Context: an optimization exercise on an open-source flow, tuned for small area and a short achievable clock period. The choices shown serve that exercise and are no tape-out recipe.
Function was checked by simulation only, so behaviour that the tests miss may differ from the original.
No activity file was given, so power comes from the tool's default toggle rates.

Design erx_dispatch, start of the top module:
module erx_dispatch
#(
    parameter int          PW     = 104,
    parameter int          NCH    = 3,
    parameter int          DEPTH  = 8,
    parameter int          MODE   = 0,
    parameter int          ASHIFT = 20,
    parameter logic [11:0] ID     = 12'h800,
    parameter int          AFULL  = 2,
    parameter int          TOW    = 12
) (
    input  logic                clk,
    input  logic                nreset,
    input  logic                rx_access,
    input  logic [PW-1:0]       rx_packet,
    output logic                rx_wait,
    output logic [NCH-1:0]      ch_access,
    output logic [NCH*PW-1:0]   ch_packet,
    input  logic [NCH-1:0]      ch_wait,
    output logic [NCH-1:0]      overflow,
    output logic [15:0]         drop_count,
    output logic [NCH-1:0]      timeout,
    input  logic                clear
);
    localparam int IW         = ($clog2(NCH) < 1) ? 1 : $clog2(NCH);
    localparam int AW         = $clog2(DEPTH);
    localparam int WAIT_LEVEL = DEPTH - AFULL;
    localparam logic [TOW-1:0] TO_MAX = {TOW{1'b1}};
    localparam logic [TOW-1:0] TO_ARM = {{(TOW-1){1'b1}}, 1'b0};
    logic [IW-1:0]  sel;
    logic           sel_ok;
    logic [NCH-1:0] ch_push;
    logic [NCH-1:0] ch_full;
    logic [NCH-1:0] near_full;
    logic [NCH-1:0] ovf_set;
    logic [NCH-1:0] ch_blocked;
    logic [NCH-1:0] to_set;
    logic           drop;
    always_comb begin
        sel    = '0;
        sel_ok = 1'b0;
        if (MODE == 0) begin
            sel_ok = 1'b1;
            if (rx_packet[WRITE_BIT])
                sel = IW'(CH_WRITE);
            else if (rx_packet[DSTADDR_LSB + CHIPID_LSB +: CHIPID_W] == ID)
                sel = IW'(CH_RESP);
            else
                sel = IW'(CH_READ);
        end else begin
            sel    = rx_packet[DSTADDR_LSB + ASHIFT +: IW];
            sel_ok = (int'(sel) < NCH);
        end
    end
    function automatic logic [PW-1:0] const_mask(input int ch);
        const_mask = '0;
        if (MODE == 0) begin
            const_mask[WRITE_BIT] = 1'b1;
            if (ch == int'(CH_RESP))
                const_mask[DSTADDR_LSB + CHIPID_LSB +: CHIPID_W] = '1;
        end
    endfunction
    function automatic logic [PW-1:0] const_val(input int ch);
  ...
==> flow/config.mk <==
export PLATFORM = sky130hd
export DESIGN_NAME = erx_dispatch
export DESIGN_NICKNAME = erx_dispatch
export VERILOG_FILES = /design/flow/design.v
export SDC_FILE = /design/flow/constraint.sdc
export NUM_CORES = 4
export LEC_CHECK = 0
export CAP_MARGIN = 20
export CORE_MARGIN = 2
export CORE_UTILIZATION = 60
export CTS_CLUSTER_DIAMETER = 80
export CTS_CLUSTER_SIZE = 24
export SETUP_SLACK_MARGIN = 3.5
export SLEW_MARGIN = 20
==> flow/constraint.sdc <==
create_clock -name core_clock -period 5.5 [get_ports {clk}]
set_input_delay 1.1000 -clock core_clock [delete_from_list [all_inputs] [get_ports {clk}]]
set_output_delay 1.1000 -clock core_clock [all_outputs]
set_load 0.01 [all_outputs]
standard.sh (not shown) runs the stock make flow with config.mk's settings and CLKGATE_MAP_FILE= SYNTH_SCRIPT=/design/flow/synth_recipe.tcl, a recipe that flattens the netlist after the stock synthesis.
==> flow/flow/run.sh <==
#!/bin/bash
# Standard layout, except that the port buffers are plain sky130 buffers
# (buf_2) rather than the delay-cell buffers buffer_ports picks by default.
set -euo pipefail
export BUFFER_PORTS_ARGS="-buffer_cell sky130_fd_sc_hd__buf_2"
bash standard.sh finish > standard.log 2>&1
==> next run, changes <==
==> flow/flow/run.sh (replaced) <==
#!/bin/bash
# Standard layout with two changes: the port buffers are plain sky130
# buffers (buf_2) rather than the delay-cell buffers buffer_ports picks by
# default, and the resizer may swap a cell for one of another footprint
# (MATCH_CELL_FOOTPRINT=0), so it can really upsize cells on slow paths.
set -euo pipefail
export BUFFER_PORTS_ARGS="-buffer_cell sky130_fd_sc_hd__buf_2"
bash standard.sh MATCH_CELL_FOOTPRINT=0 finish > standard.log 2>&1
The new run finished with timing, DRC and antenna clean; total power shrinks by 0.72%; core utilization came out lower by 0.10 points; wire length went down by 2.4%; synthesized area stays the same; synthesized cell count stays the same; global-route usage goes down by 0.38 points; sequential power stays flat; sequential share of layout area climbs by 0.11 points; non-clock buffer count climbs by 25.

* * *

Setup of job 5483:
Another version of the RTL of erx_dispatch (not shown whole).
Size: ~2500 flip-flops, ~450 I/O pins, roughly 91000 um^2 of cells after synthesis.
Settings: LEC_CHECK=0, CAP_MARGIN=20, CORE_MARGIN=2, CORE_UTILIZATION=60, SETUP_SLACK_MARGIN=2.3, SLEW_MARGIN=20; clock period 5.5 ns.
==> flow/flow/run.sh <==
#!/bin/bash
# Standard layout, except that the port buffers are plain sky130 buffers
# (buf_2) rather than the delay-cell buffers buffer_ports picks by default.
set -euo pipefail
export BUFFER_PORTS_ARGS="-buffer_cell sky130_fd_sc_hd__buf_2"
bash standard.sh finish > standard.log 2>&1
Changes in job 5441 relative to job 5483:
Settings: SETUP_SLACK_MARGIN changed from 2.3 to 3.0; CTS_CLUSTER_DIAMETER newly set to 100; CTS_CLUSTER_SIZE newly set to 30.
==> flow/flow/run.sh <==
#!/bin/bash
# Standard layout with these changes: the port buffers are plain sky130
# buffers (buf_2) rather than the delay-cell buffers buffer_ports picks by
# default; the resizer may swap a cell for one of another footprint
# (MATCH_CELL_FOOTPRINT=0); and during the post-placement repair
# (resize step) nets are limited to a fanout of 24, so that high-fanout
# enable and select nets are rebuilt as buffer trees.
set -euo pipefail
here=$(cd "$(dirname "$0")" && pwd)
export BUFFER_PORTS_ARGS="-buffer_cell sky130_fd_sc_hd__buf_2"
export PRE_RESIZE_TCL="$here/pre_resize.tcl"
export POST_RESIZE_TCL="$here/post_resize.tcl"
bash standard.sh MATCH_CELL_FOOTPRINT=0 finish > standard.log 2>&1
==> flow/flow/post_resize.tcl (new file) <==
# Lift the fanout cap again for the rest of the flow.
set_max_fanout 10000 [current_design]
==> flow/flow/pre_resize.tcl (new file) <==
# Cap fanout while the resizer repairs the placed design, so that the
# high-fanout write-enable and select nets get balanced buffer trees.
set_max_fanout 24 [current_design]
## What came out
- The placed standard-cell area of job 5441 is higher than that of job 5483.
- Looking only at power in the clock group, and setting everything else aside, the lower value of job 5441 and job 5483 goes to job 5441.
- Clock skew came out lower on job 5441 than on job 5483.
- In job 5441 the switching share of power turned out 0.74 points higher than in job 5483.
- Note that the total power density per cell area recorded for job 5483 amounts to 1.20 times the value seen in job 5441.
- Comparing job 5483 with job 5441, the final cell count came out essentially unchanged.
- Comparing job 5441 and job 5483, the lower growth of design area from synthesis to finish was measured on job 5441.
#### Input delta (job 5884 over job 5441)
==> flow/flow/run.sh <==
#!/bin/bash
# Standard layout with two changes: the port buffers are plain sky130
# buffers (buf_2) rather than the delay-cell buffers buffer_ports picks by
# default, and the resizer may swap a cell for one of another footprint
# (MATCH_CELL_FOOTPRINT=0), so it can really upsize cells on slow paths.
set -euo pipefail
export BUFFER_PORTS_ARGS="-buffer_cell sky130_fd_sc_hd__buf_2"
bash standard.sh MATCH_CELL_FOOTPRINT=0 finish > standard.log 2>&1
removed: flow/flow/post_resize.tcl
removed: flow/flow/pre_resize.tcl
==> comparison <==
When the final numbers for job 5884 and job 5441 were put side by side, the cell area turned out to be smaller in job 5884.
Measured against job 5884, the wire length of the first global-routing pass of job 5441 comes out at 1.07 times the reference value.
Utilization after layout: job 5884 and job 5441 compared, higher one is job 5441
Critical path arrival was lower in the run labelled job 5884.
Looking at job 5884 and job 5441, the relative contribution of combinational cells to total power is a wash.
Cmp job 5884 and job 5441 / routing usage on met1 / higher: job 5441
Job 5884 -> job 5441: post-synthesis register bit count delta 0, exact match
Proportion of cell area occupied by multi-input gates is higher on job 5884
diff inputs: job 5884 => job 5485
Settings: CTS_CLUSTER_SIZE removed (was 30); SETUP_SLACK_MARGIN changed from 3.0 to 2.3; CTS_CLUSTER_DIAMETER removed (was 100).
==> flow/run.sh (new file) <==
#!/bin/bash
# synth_recipe.tcl (not shown) runs the flow's synth.tcl, then flattens the netlist and writes it again
# the make line also repeats each setting of config.mk as NAME=value (left out here)
make -C /OpenROAD-flow-scripts/flow DESIGN_CONFIG=/design/flow/config.mk WORK_HOME=/design/flow/orfs CLKGATE_MAP_FILE= SYNTH_SCRIPT=/design/flow/synth_recipe.tcl finish
removed: flow/flow/run.sh
removed: flow/standard.sh
Findings:
- Data arrival time at the worst-slack endpoint, job 5884 and job 5485: lower on job 5485
- Cell count: job 5485 higher than job 5884
- Job 5485 vs. job 5884: part of the cycle the worst path needs rose by 11 points, count of multi-input combinational gates moved down, post-route worst hold slack lower.
Input changes introduced in job 3661 (baseline for comparison: job 5485):
Settings: putting CTS_CLUSTER_DIAMETER at 100 where nothing was set; putting CTS_CLUSTER_SIZE at 30 where nothing was set; swapping 2.3 for 3.2 in SETUP_SLACK_MARGIN.
==> flow/flow/run.sh (new file) <==
#!/bin/bash
# Standard layout with two changes: the port buffers are plain sky130
# buffers (buf_2) rather than the delay-cell buffers buffer_ports picks by
# default, and the resizer may swap a cell for one of another footprint
# (MATCH_CELL_FOOTPRINT=0), so it can really upsize cells on slow paths.
set -euo pipefail
export BUFFER_PORTS_ARGS="-buffer_cell sky130_fd_sc_hd__buf_2"
bash standard.sh MATCH_CELL_FOOTPRINT=0 finish > standard.log 2>&1
==> flow/standard.sh (new file) <==
#!/bin/bash
# synth_recipe.tcl (not shown) runs the flow's synth.tcl, then flattens the netlist and writes it again
# the make line also repeats each setting of config.mk as NAME=value (left out here)
make -C /OpenROAD-flow-scripts/flow DESIGN_CONFIG=/design/flow/config.mk WORK_HOME=/design/flow/orfs CLKGATE_MAP_FILE= SYNTH_SCRIPT=/design/flow/synth_recipe.tcl "${@:-finish}"
removed: flow/run.sh
Results
- Timing, DRC, antenna: 0 failures across job 5485 and job 3661
- After synthesis and placement, the instance count of job 3661 is below that of job 5485.
- Relative to job 5485, the setup slack of job 3661 is higher by 690 ps.
- First-pass iteration count of the detailed router in job 3661 vs job 5485: up 2
- Per the comparison of job 3661 with job 5485, area after synthesis ~0 delta, critical path data arrival time +820 ps.

## static timing again, ports no longer ideal
How much do the figures lean on ideal ports? The routed layouts below were timed once more, with nothing changed but the port constraints.
Step 1 assumes that a clkbuf_16 drives the clock port and a buf_2 every other input.
Step 2, shift: input delay + t, output delay - t, t = (earliest + latest rising clock arrival at the registers) / 2. This alone moves slack from input paths to output paths.
Slacks: ideal / step 1 / step 2; pairs: ideal / step 1.
| run | shift t [ns] | setup WS [ns] | worst setup path at the end | worst data-port slew with drivers (ns) |
|---|---|---|---|---|
| the first run of note 1 | 0.851 | 2.826 / 2.739 / 2.450 | input to register | 0.14 |
| the second run of note 1 | 0.853 | 2.825 / 2.733 / 2.487 | input to register | 0.10 |
| job 5483 | 0.923 | 2.772 / 2.725 / 1.906 | input to register | 0.09 |
| job 5441 | 0.843 | 2.967 / 2.927 / 2.177 | input to register | 0.13 |
| job 5884 | 0.835 | 2.958 / 2.942 / 2.196 | input to register | 0.14 |
| job 5485 | 0.941 | 2.356 / 2.266 / 1.515 | input to register | 0.11 |
| job 3661 | 0.835 | 3.049 / 2.997 / 2.278 | input to register | 0.13 |
After both steps setup and hold are still met in every run listed. The setup slack of job 5483, which loses most, moves by -0.047 ns with the drivers and by -0.866 ns with both steps.
